This is an optimization exercise on Yosys and OpenROAD, whose aim is small area, a short achievable clock period and few clock cycles, not a production implementation. At most, simulation tests tie the RTL to the original design; equivalence was not proved.

==> module nrle_merge, before the edit <==
module nrle_merge (
  input  logic [15:0] codes,    
  output logic [15:0] slots,
  output logic [1:0]  nm1
);
  logic [3:0] act;
  logic [1:0] pos [4];    
  always_comb begin
    for (int i = 0; i < 4; i++) begin
      act[i] = (codes[4*i +: 4] != 4'd0) && (codes[4*i +: 4] <= 4'd12);
    end
    pos[0] = 2'd0;
    pos[1] = {1'b0, act[0]};
    pos[2] = {act[0] && act[1], act[0] ^ act[1]};
    pos[3] = 2'(act[0]) + 2'(act[1]) + 2'(act[2]);
    slots = '0;
    for (int i = 0; i < 4; i++) begin
      for (int j = 0; j <= i; j++) begin
        slots[4*j +: 4] = slots[4*j +: 4] |
                          ({4{act[i] && pos[i] == 2'(j)}} & codes[4*i +: 4]);
      end
    end
    nm1 = (act == 4'd0) ? 2'd0 : 2'(2'(act[0]) + 2'(act[1]) + 2'(act[2]) + 2'(act[3]) - 2'd1);
  end
endmodule
Settings: LEC_CHECK=0, CAP_MARGIN=20, CORE_MARGIN=2, CORE_UTILIZATION=40, SLEW_MARGIN=20; clock period 7.5 ns.
run.sh (not shown) runs the stock make flow with config.mk's settings and CLKGATE_MAP_FILE= SYNTH_SCRIPT=/design/flow/synth_recipe.tcl, a recipe that flattens the netlist after the stock synthesis.
Testbench counts at the start, summed over its fixed seeds: cycles 13,848.
Next try:
--- a/flow/design.v
+++ b/flow/design.v
@@ -82,30 +82,23 @@
 endmodule
 module nrle_merge (
   input  logic [15:0] codes,    
   output logic [15:0] slots,
   output logic [1:0]  nm1
 );
-  logic [3:0] act;
-  logic [1:0] pos [4];    
-  always_comb begin
-    for (int i = 0; i < 4; i++) begin
-      act[i] = (codes[4*i +: 4] != 4'd0) && (codes[4*i +: 4] <= 4'd12);
-    end
-    pos[0] = 2'd0;
-    pos[1] = {1'b0, act[0]};
-    pos[2] = {act[0] && act[1], act[0] ^ act[1]};
-    pos[3] = 2'(act[0]) + 2'(act[1]) + 2'(act[2]);
+  logic [2:0] cnt;
+  always_comb begin
+    cnt   = '0;
     slots = '0;
-    for (int i = 0; i < 4; i++) begin
-      for (int j = 0; j <= i; j++) begin
-        slots[4*j +: 4] = slots[4*j +: 4] |
-                          ({4{act[i] && pos[i] == 2'(j)}} & codes[4*i +: 4]);
-      end
-    end
-    nm1 = (act == 4'd0) ? 2'd0 : 2'(2'(act[0]) + 2'(act[1]) + 2'(act[2]) + 2'(act[3]) - 2'd1);
+    for (int k = 0; k < 4; k++) begin
+      if (codes[4*k +: 4] != 4'd0 && codes[4*k +: 4] <= 4'd12) begin
+        slots[4*cnt[1:0] +: 4] = codes[4*k +: 4];
+        cnt = cnt + 3'd1;
+      end
+    end
+    nm1 = (cnt == 3'd0) ? 2'd0 : 2'(cnt - 3'd1);
   end
 endmodule
 module nrle_emit (
   input  logic        clk,
   input  logic        rst_n,
   output logic        ready,      
Outcome: The new run completed with no timing, DRC or antenna violations; wire length climbs by a few percent; die area came out higher by a few percent; setup slack loses 0.76 ns; critical path depth increases by 3; sequential share of layout area fell by 1.7 points; final area grows by a few percent.
For the second run of this note, only the layout was checked, not whether the RTL still works.

---

The RTL this note starts from:
==> flow/design.v <==
module nrle_kpal (
  input  logic [3:0]  code,
  input  logic [1:0]  ch,
  output logic [12:0] k,
  output logic [14:0] k3
);
  logic [27:0] kk;
  always_comb begin
    case ({code, ch})
      {4'd1, 2'd1}: kk = {15'd12300, 13'd4100};   
      {4'd2, 2'd0}: kk = {15'd1239, 13'd413};   
      {4'd2, 2'd1}: kk = {15'd11064, 13'd3688};   
      {4'd3, 2'd0}: kk = {15'd3696, 13'd1232};   
      {4'd3, 2'd1}: kk = {15'd8604, 13'd2868};   
      {4'd4, 2'd0}: kk = {15'd3084, 13'd1028};   
      {4'd4, 2'd1}: kk = {15'd7989, 13'd2663};   
      {4'd4, 2'd2}: kk = {15'd1239, 13'd413};   
      {4'd5, 2'd0}: kk = {15'd4071, 13'd1357};   
      {4'd5, 2'd1}: kk = {15'd4071, 13'd1357};   
      {4'd5, 2'd2}: kk = {15'd4071, 13'd1357};   
      {4'd6, 2'd0}: kk = {15'd12300, 13'd4100};   
      {4'd7, 2'd0}: kk = {15'd9852, 13'd3284};   
      {4'd7, 2'd1}: kk = {15'd1845, 13'd615};   
      {4'd7, 2'd2}: kk = {15'd1845, 13'd615};   
      {4'd8, 2'd0}: kk = {15'd5778, 13'd1926};   
      {4'd8, 2'd1}: kk = {15'd987, 13'd329};   
      {4'd8, 2'd2}: kk = {15'd5409, 13'd1803};   
      {4'd9, 2'd0}: kk = {15'd987, 13'd329};   
      {4'd9, 2'd1}: kk = {15'd861, 13'd287};   
      {4'd9, 2'd2}: kk = {15'd10449, 13'd3483};   
      {4'd10, 2'd2}: kk = {15'd12300, 13'd4100};   
      {4'd11, 2'd1}: kk = {15'd6189, 13'd2063};   
      {4'd11, 2'd2}: kk = {15'd6189, 13'd2063};   
      {4'd12, 2'd1}: kk = {15'd10449, 13'd3483};   
      {4'd12, 2'd2}: kk = {15'd1845, 13'd615};   
      default:       kk = {15'd12, 13'd4};   
    endcase
  end
  assign k  = kk[12:0];
  assign k3 = kk[27:13];
endmodule
module nrle_bdig (
  input  logic [6:0]       bright,
  output logic [2:0][4:0]  sel
);
  logic [9:0] bx;
  assign bx = {2'b00, bright, 1'b0};
  always_comb begin
    for (int i = 0; i < 3; i++) begin
      logic [3:0] d;
      d = bx[3*i +: 4];
      sel[i][4] = d[3] && !(d[2] && d[1] && d[0]);
      sel[i][0] = (d == 4'd1) || (d == 4'd2) || (d == 4'd13) || (d == 4'd14);
      sel[i][1] = (d == 4'd3) || (d == 4'd4) || (d == 4'd11) || (d == 4'd12);
      sel[i][2] = (d == 4'd5) || (d == 4'd6) || (d == 4'd9)  || (d == 4'd10);
      sel[i][3] = (d == 4'd7) || (d == 4'd8);
    end
  end
endmodule
module nrle_lane (
  input  logic [12:0]      k,
  input  logic [14:0]      k3,
  input  logic [2:0][4:0]  sel,
  output logic [6:0]       level
);
  localparam logic [20:0] KEEP = ~21'd31;
  logic [20:0] q;
  always_comb begin
    q = '0;
    for (int i = 0; i < 3; i++) begin
      logic [15:0] m;
      logic        neg;
      logic [20:0] r;
      neg = sel[i][4];
      m   = ({16{sel[i][0]}} & {3'b000, k})       | ({16{sel[i][1]}} & {2'b00, k, 1'b0}) |
            ({16{sel[i][2]}} & {1'b0, k3})        | ({16{sel[i][3]}} & {1'b0, k, 2'b00});
      r   = {{5{neg}}, m ^ {16{neg}}};
      q   = q + ((r << (3*i)) & KEEP) + ((21'(neg) << (3*i)) & KEEP);
    end
  end
  assign level = q[18:12];
endmodule
module nrle_merge (
  input  logic [15:0] codes,    
  output logic [15:0] slots,
  output logic [1:0]  nm1
);
  logic [3:0] a;
  logic [3:0] c [4];
  logic       none01, one01, two01;         
  logic       none012, one012, two012, three012;
  always_comb begin
    for (int i = 0; i < 4; i++) begin
      c[i] = codes[4*i +: 4];
      a[i] = (c[i] != 4'd0) && (c[i] <= 4'd12);
    end
    none01   = !a[0] && !a[1];
    one01    = a[0] ^ a[1];
    two01    = a[0] && a[1];
    none012  = none01 && !a[2];
    one012   = (one01 && !a[2]) || (none01 && a[2]);
    two012   = (two01 && !a[2]) || (one01 && a[2]);
    three012 = two01 && a[2];
    slots[3:0]   = ({4{a[0]}} & c[0]) |
                   ({4{a[1] && !a[0]}} & c[1]) |
                   ({4{a[2] && none01}} & c[2]) |
                   ({4{a[3] && none012}} & c[3]);
    slots[7:4]   = ({4{a[1] && a[0]}} & c[1]) |
                   ({4{a[2] && one01}} & c[2]) |
                   ({4{a[3] && one012}} & c[3]);
    slots[11:8]  = ({4{a[2] && two01}} & c[2]) |
                   ({4{a[3] && two012}} & c[3]);
    slots[15:12] = ({4{a[3] && three012}} & c[3]);
    case (a)
      4'b0000, 4'b0001, 4'b0010, 4'b0100, 4'b1000: nm1 = 2'd0;
      4'b1111:                                     nm1 = 2'd3;
      4'b0111, 4'b1011, 4'b1101, 4'b1110:          nm1 = 2'd2;
      default:                                     nm1 = 2'd1;
    endcase
  end
endmodule
module nrle_emit (
  input  logic        clk,
  input  logic        rst_n,
  output logic        ready,      
  input  logic        load,       
  input  logic [15:0] slots_in,
  input  logic [1:0]  nm1_in,
  input  logic [6:0]  bright_in,
  input  logic        res_ready,
  output logic        res_valid,
  output logic [3:0]  res_led_index,
  output logic [1:0]  res_color_channel,
  output logic [6:0]  res_level,
  output logic        res_last
);
  logic        fresh_r;
  logic [15:0] q_r;
  logic [1:0]  qp_r;
  logic [1:0]  nm1q_r;
  logic [6:0]  brq_r;
  logic        busy_r;
  logic        take_r;     
  logic [12:0] k_r;
  logic [14:0] k3_r;
  logic [2:0][4:0] sel_r;
  logic [3:0]  code_r;
  logic [1:0]  nm1_r;
  logic [3:0]  led_r;
  logic [1:0]  ch_r;
  logic        vld_r;
  logic [3:0]  ri_r;
  logic [1:0]  rc_r;
  logic [6:0]  rl_r;
  logic        adv, w_last, w_lastseg, seg_end, start, take;
  logic [3:0]  w_led;
  logic [1:0]  w_ch, ch_nxt;
  logic [3:0]  code_nxt;
  logic [12:0] k_nxt;
  logic [14:0] k3_nxt;
  logic [2:0][4:0] sel_nxt;
  logic [6:0]  level;
  assign w_led = led_r;
  assign w_ch  = ch_r;
  assign w_last = (w_led == 4'd11) && (w_ch == 2'd2);
  always_comb begin
    case (nm1_r)
      2'd0: begin
        seg_end   = 1'b0;
        w_lastseg = 1'b1;
      end
      2'd1: begin
        seg_end   = (w_led == 4'd5);
        w_lastseg = (w_led >= 4'd6);
      end
      2'd2: begin
        seg_end   = (w_led == 4'd3) || (w_led == 4'd7);
        w_lastseg = (w_led >= 4'd8);
      end
      default: begin
        seg_end   = (w_led == 4'd2) || (w_led == 4'd5) || (w_led == 4'd8);
        w_lastseg = (w_led >= 4'd9);
      end
    endcase
  end
  assign ready = !fresh_r && (!busy_r || w_lastseg);
  assign start    = fresh_r && (!busy_r || w_last);
  assign take     = take_r;
  assign ch_nxt   = (w_ch == 2'd2) ? 2'd0 : w_ch + 2'd1;
  assign code_nxt = take ? q_r[4*qp_r +: 4] : code_r;
  nrle_kpal u_kpal (
    .code (code_nxt),
    .ch   (ch_nxt),
    .k    (k_nxt),
    .k3   (k3_nxt)
  );
  nrle_bdig u_bdig (
    .bright (brq_r),
    .sel    (sel_nxt)
  );
  nrle_lane u_lane (
    .k     (k_r),
    .k3    (k3_r),
    .sel   (sel_r),
    .level (level)
  );
  assign adv = !vld_r || res_ready;
  always_ff @(posedge clk) begin
    if (!rst_n) begin
      fresh_r <= 1'b0;
      busy_r  <= 1'b0;
      vld_r   <= 1'b0;
      ch_r    <= 2'd2;
      take_r  <= 1'b1;
    end else begin
      if (load) begin
        fresh_r <= 1'b1;
      end else if (adv && start) begin
        fresh_r <= 1'b0;
      end
      if (adv) begin
        busy_r <= (busy_r && !w_last) || fresh_r;
        vld_r  <= busy_r;
      end
      if (adv && (start || (busy_r && !w_last))) begin
        ch_r <= ch_nxt;
      end
      if (adv) begin
        take_r <= !((busy_r && !w_last) || fresh_r) ||
                  ((w_ch == 2'd1) && (seg_end || w_led == 4'd11));
      end
    end
  end
  always_ff @(posedge clk) begin
    if (load) begin
      q_r    <= slots_in;
      qp_r   <= 2'd0;
      nm1q_r <= nm1_in;
      brq_r  <= bright_in;
    end else if (adv && take && (start || (busy_r && !w_last))) begin
      qp_r <= qp_r + 2'd1;
    end
    if (adv && start) begin
      led_r <= 4'd0;
    end else if (adv && busy_r && !w_last && w_ch == 2'd2) begin
      led_r <= led_r + 4'd1;
    end
    if (adv && (start || (busy_r && !w_last))) begin
      k_r    <= k_nxt;
      k3_r   <= k3_nxt;
      code_r <= code_nxt;
    end
    if (adv && start) begin
      sel_r <= sel_nxt;
      nm1_r <= nm1q_r;
    end
    if (adv && busy_r) begin
      ri_r <= w_led;
      rc_r <= w_ch;
      rl_r <= level;
    end
  end
  assign res_valid         = vld_r;
  assign res_led_index     = ri_r;
  assign res_color_channel = rc_r;
  assign res_level         = rl_r;
  assign res_last          = (ri_r == 4'd11) && (rc_r == 2'd2);
endmodule
module note_ring_led_pulse_encoder (
  input  logic        clk,
  input  logic        rst_n,
  input  logic        in_valid,
  output logic        in_ready,
  input  logic [3:0]  note_first,
  input  logic [3:0]  note_second,
  input  logic [3:0]  note_third,
  input  logic [3:0]  note_fourth,
  output logic        out_valid,
  input  logic        out_ready,
  output logic [3:0]  out_led_index,
  output logic [1:0]  out_color_channel,
  output logic [6:0]  out_level,
  output logic [31:0] out_pulse_pattern,
  output logic        out_last,
  input  logic        cfg_we,
  input  logic [6:0]  cfg_wdata
);
  localparam logic [6:0] BRIGHT_MAX   = 7'd100;
  localparam logic [6:0] BRIGHT_RESET = 7'd10;
  logic [6:0]  bright_r;
  logic [15:0] slots;
  logic [1:0]  nm1;
  logic        load;
  always_ff @(posedge clk) begin
    if (!rst_n) begin
      bright_r <= BRIGHT_RESET;
    end else if (cfg_we) begin
      bright_r <= (cfg_wdata > BRIGHT_MAX) ? BRIGHT_MAX : cfg_wdata;
    end
  end
  assign load = rst_n && in_valid && in_ready;
  nrle_merge u_merge (
    .codes ({note_fourth, note_third, note_second, note_first}),
    .slots (slots),
    .nm1   (nm1)
  );
  nrle_emit u_emit (
    .clk               (clk),
    .rst_n             (rst_n),
    .ready             (in_ready),
    .load              (load),
    .slots_in          (slots),
    .nm1_in            (nm1),
    .bright_in         (bright_r),
    .res_ready         (out_ready),
    .res_valid         (out_valid),
    .res_led_index     (out_led_index),
    .res_color_channel (out_color_channel),
    .res_level         (out_level),
    .res_last          (out_last)
  );
  for (genvar k = 0; k < 8; k++) begin : g_pulse
    assign out_pulse_pattern[4*k +: 4] = {1'b1, (k < 7) ? out_level[k] : 1'b0, 2'b00};
  end
endmodule
Settings: LEC_CHECK=0, ABC_AREA=1, CAP_MARGIN=20, CORE_MARGIN=2, CORE_UTILIZATION=40, CTS_BUF_LIST=sky130_fd_sc_hd__clkbuf_8, SETUP_SLACK_MARGIN=4.0, SLEW_MARGIN=20; clock period 7.5 ns.
standard.sh (not shown) runs the stock make flow with config.mk's settings and CLKGATE_MAP_FILE= SYNTH_SCRIPT=/design/flow/synth_recipe.tcl, a recipe that flattens the netlist after the stock synthesis.
==> flow/flow/run.sh <==
#!/bin/bash
# The standard layout, with plain buf_1 cells as the port buffers (ORFS's
# buffer_ports otherwise picks clkdlybuf4s50_1 delay cells).
set -e
export BUFFER_PORTS_ARGS="-buffer_cell sky130_fd_sc_hd__buf_1"
bash standard.sh > standard.log 2>&1
Testbench counts at the start, summed over its fixed seeds: cycles 13,848.
==> next run, changes <==
--- a/flow/design.v
+++ b/flow/design.v
@@ -7,20 +7,20 @@
   logic [27:0] kk;
   always_comb begin
     case ({code, ch})
       {4'd1, 2'd1}: kk = {15'd12300, 13'd4100};   
-      {4'd2, 2'd0}: kk = {15'd1239, 13'd413};   
+      {4'd2, 2'd0}: kk = {15'd1236, 13'd412};   
       {4'd2, 2'd1}: kk = {15'd11064, 13'd3688};   
       {4'd3, 2'd0}: kk = {15'd3696, 13'd1232};   
       {4'd3, 2'd1}: kk = {15'd8604, 13'd2868};   
       {4'd4, 2'd0}: kk = {15'd3084, 13'd1028};   
       {4'd4, 2'd1}: kk = {15'd7989, 13'd2663};   
-      {4'd4, 2'd2}: kk = {15'd1239, 13'd413};   
-      {4'd5, 2'd0}: kk = {15'd4071, 13'd1357};   
-      {4'd5, 2'd1}: kk = {15'd4071, 13'd1357};   
-      {4'd5, 2'd2}: kk = {15'd4071, 13'd1357};   
+      {4'd4, 2'd2}: kk = {15'd1236, 13'd412};   
+      {4'd5, 2'd0}: kk = {15'd4059, 13'd1353};   
+      {4'd5, 2'd1}: kk = {15'd4059, 13'd1353};   
+      {4'd5, 2'd2}: kk = {15'd4059, 13'd1353};   
       {4'd6, 2'd0}: kk = {15'd12300, 13'd4100};   
-      {4'd7, 2'd0}: kk = {15'd9852, 13'd3284};   
+      {4'd7, 2'd0}: kk = {15'd9840, 13'd3280};   
       {4'd7, 2'd1}: kk = {15'd1845, 13'd615};   
       {4'd7, 2'd2}: kk = {15'd1845, 13'd615};   
       {4'd8, 2'd0}: kk = {15'd5778, 13'd1926};   
       {4'd8, 2'd1}: kk = {15'd987, 13'd329};   
@@ -28,10 +28,10 @@
       {4'd9, 2'd0}: kk = {15'd987, 13'd329};   
       {4'd9, 2'd1}: kk = {15'd861, 13'd287};   
       {4'd9, 2'd2}: kk = {15'd10449, 13'd3483};   
       {4'd10, 2'd2}: kk = {15'd12300, 13'd4100};   
-      {4'd11, 2'd1}: kk = {15'd6189, 13'd2063};   
-      {4'd11, 2'd2}: kk = {15'd6189, 13'd2063};   
+      {4'd11, 2'd1}: kk = {15'd6156, 13'd2052};   
+      {4'd11, 2'd2}: kk = {15'd6156, 13'd2052};   
       {4'd12, 2'd1}: kk = {15'd10449, 13'd3483};   
       {4'd12, 2'd2}: kk = {15'd1845, 13'd615};   
       default:       kk = {15'd12, 13'd4};   
     endcase
@@ -140,8 +140,9 @@
   logic [1:0]  nm1q_r;
   logic [6:0]  brq_r;
   logic        busy_r;
   logic        take_r;     
+  logic        ready_r;    
   logic [12:0] k_r;
   logic [14:0] k3_r;
   logic [2:0][4:0] sel_r;
   logic [3:0]  code_r;
@@ -182,9 +183,27 @@
         w_lastseg = (w_led >= 4'd9);
       end
     endcase
   end
-  assign ready = !fresh_r && (!busy_r || w_lastseg);
+  logic       fresh_n, busy_n, wadv;
+  logic [3:0] led_n;
+  logic [1:0] nm1_n;
+  logic       lastseg_n;
+  assign wadv    = adv && (start || (busy_r && !w_last));
+  assign fresh_n = load || (fresh_r && !(adv && start));
+  assign busy_n  = adv ? ((busy_r && !w_last) || fresh_r) : busy_r;
+  assign led_n   = (adv && start) ? 4'd0 :
+                   (wadv && w_ch == 2'd2) ? led_r + 4'd1 : led_r;
+  assign nm1_n   = (adv && start) ? nm1q_r : nm1_r;
+  always_comb begin
+    case (nm1_n)
+      2'd0:    lastseg_n = 1'b1;
+      2'd1:    lastseg_n = (led_n >= 4'd6);
+      2'd2:    lastseg_n = (led_n >= 4'd8);
+      default: lastseg_n = (led_n >= 4'd9);
+    endcase
+  end
+  assign ready = ready_r;
   assign start    = fresh_r && (!busy_r || w_last);
   assign take     = take_r;
   assign ch_nxt   = (w_ch == 2'd2) ? 2'd0 : w_ch + 2'd1;
   assign code_nxt = take ? q_r[4*qp_r +: 4] : code_r;
@@ -211,9 +230,11 @@
       busy_r  <= 1'b0;
       vld_r   <= 1'b0;
       ch_r    <= 2'd2;
       take_r  <= 1'b1;
+      ready_r <= 1'b1;
     end else begin
+      ready_r <= !fresh_n && (!busy_n || lastseg_n);
       if (load) begin
         fresh_r <= 1'b1;
       end else if (adv && start) begin
         fresh_r <= 1'b0;
Clock-buffer cell count decreases by 1.
Cell area increases by 1.8%.
Setup slack is better by 6.9 ps.
Final cell count increases by 1.4%.
Hold slack is better by 3.1 ps.
The RTL of the second run of this note was laid out without a check of its function.

-- port drivers added, routing unchanged --
In the flow no input, the clock included, has a driving cell. The finished layouts below were timed again as built, in two steps.
Step 1 (the two cells are an assumption about what drives the block):
set clk [get_ports {clk}]
set_driving_cell -lib_cell sky130_fd_sc_hd__clkbuf_16 $clk
set_driving_cell -lib_cell sky130_fd_sc_hd__buf_2 [delete_from_list [all_inputs] $clk]
Step 2 times the ports against the registers' clock, not the clock port: input delays grow and output delays shrink by t, the midpoint of the rising clock arrivals with the driver on.
Slacks: ideal ports / drivers / drivers and shift; pairs: ideal ports / drivers.
run	t, ns	setup slack, ns	hold WS [ns]	worst setup path at the end	cell pins on the clock port's net
the first run of note 1	0.386	3.123 / 3.077 / 3.165	0.444 / 0.444 / 0.444	register to register	1
the second run of note 1	0.384	2.367 / 2.371 / 1.987	0.437 / 0.437 / 0.437	input to register	1
the first run of note 2	0.404	4.208 / 4.192 / 4.069	0.438 / 0.438 / 0.438	input to register	1
the second run of note 2	0.434	4.215 / 4.215 / 3.983	0.442 / 0.442 / 0.442	input to register	1
After both steps setup and hold are still met in every run listed. The setup slack of the second run of note 1, which loses most, moves by +0.004 ns with the drivers and by -0.380 ns with both steps.
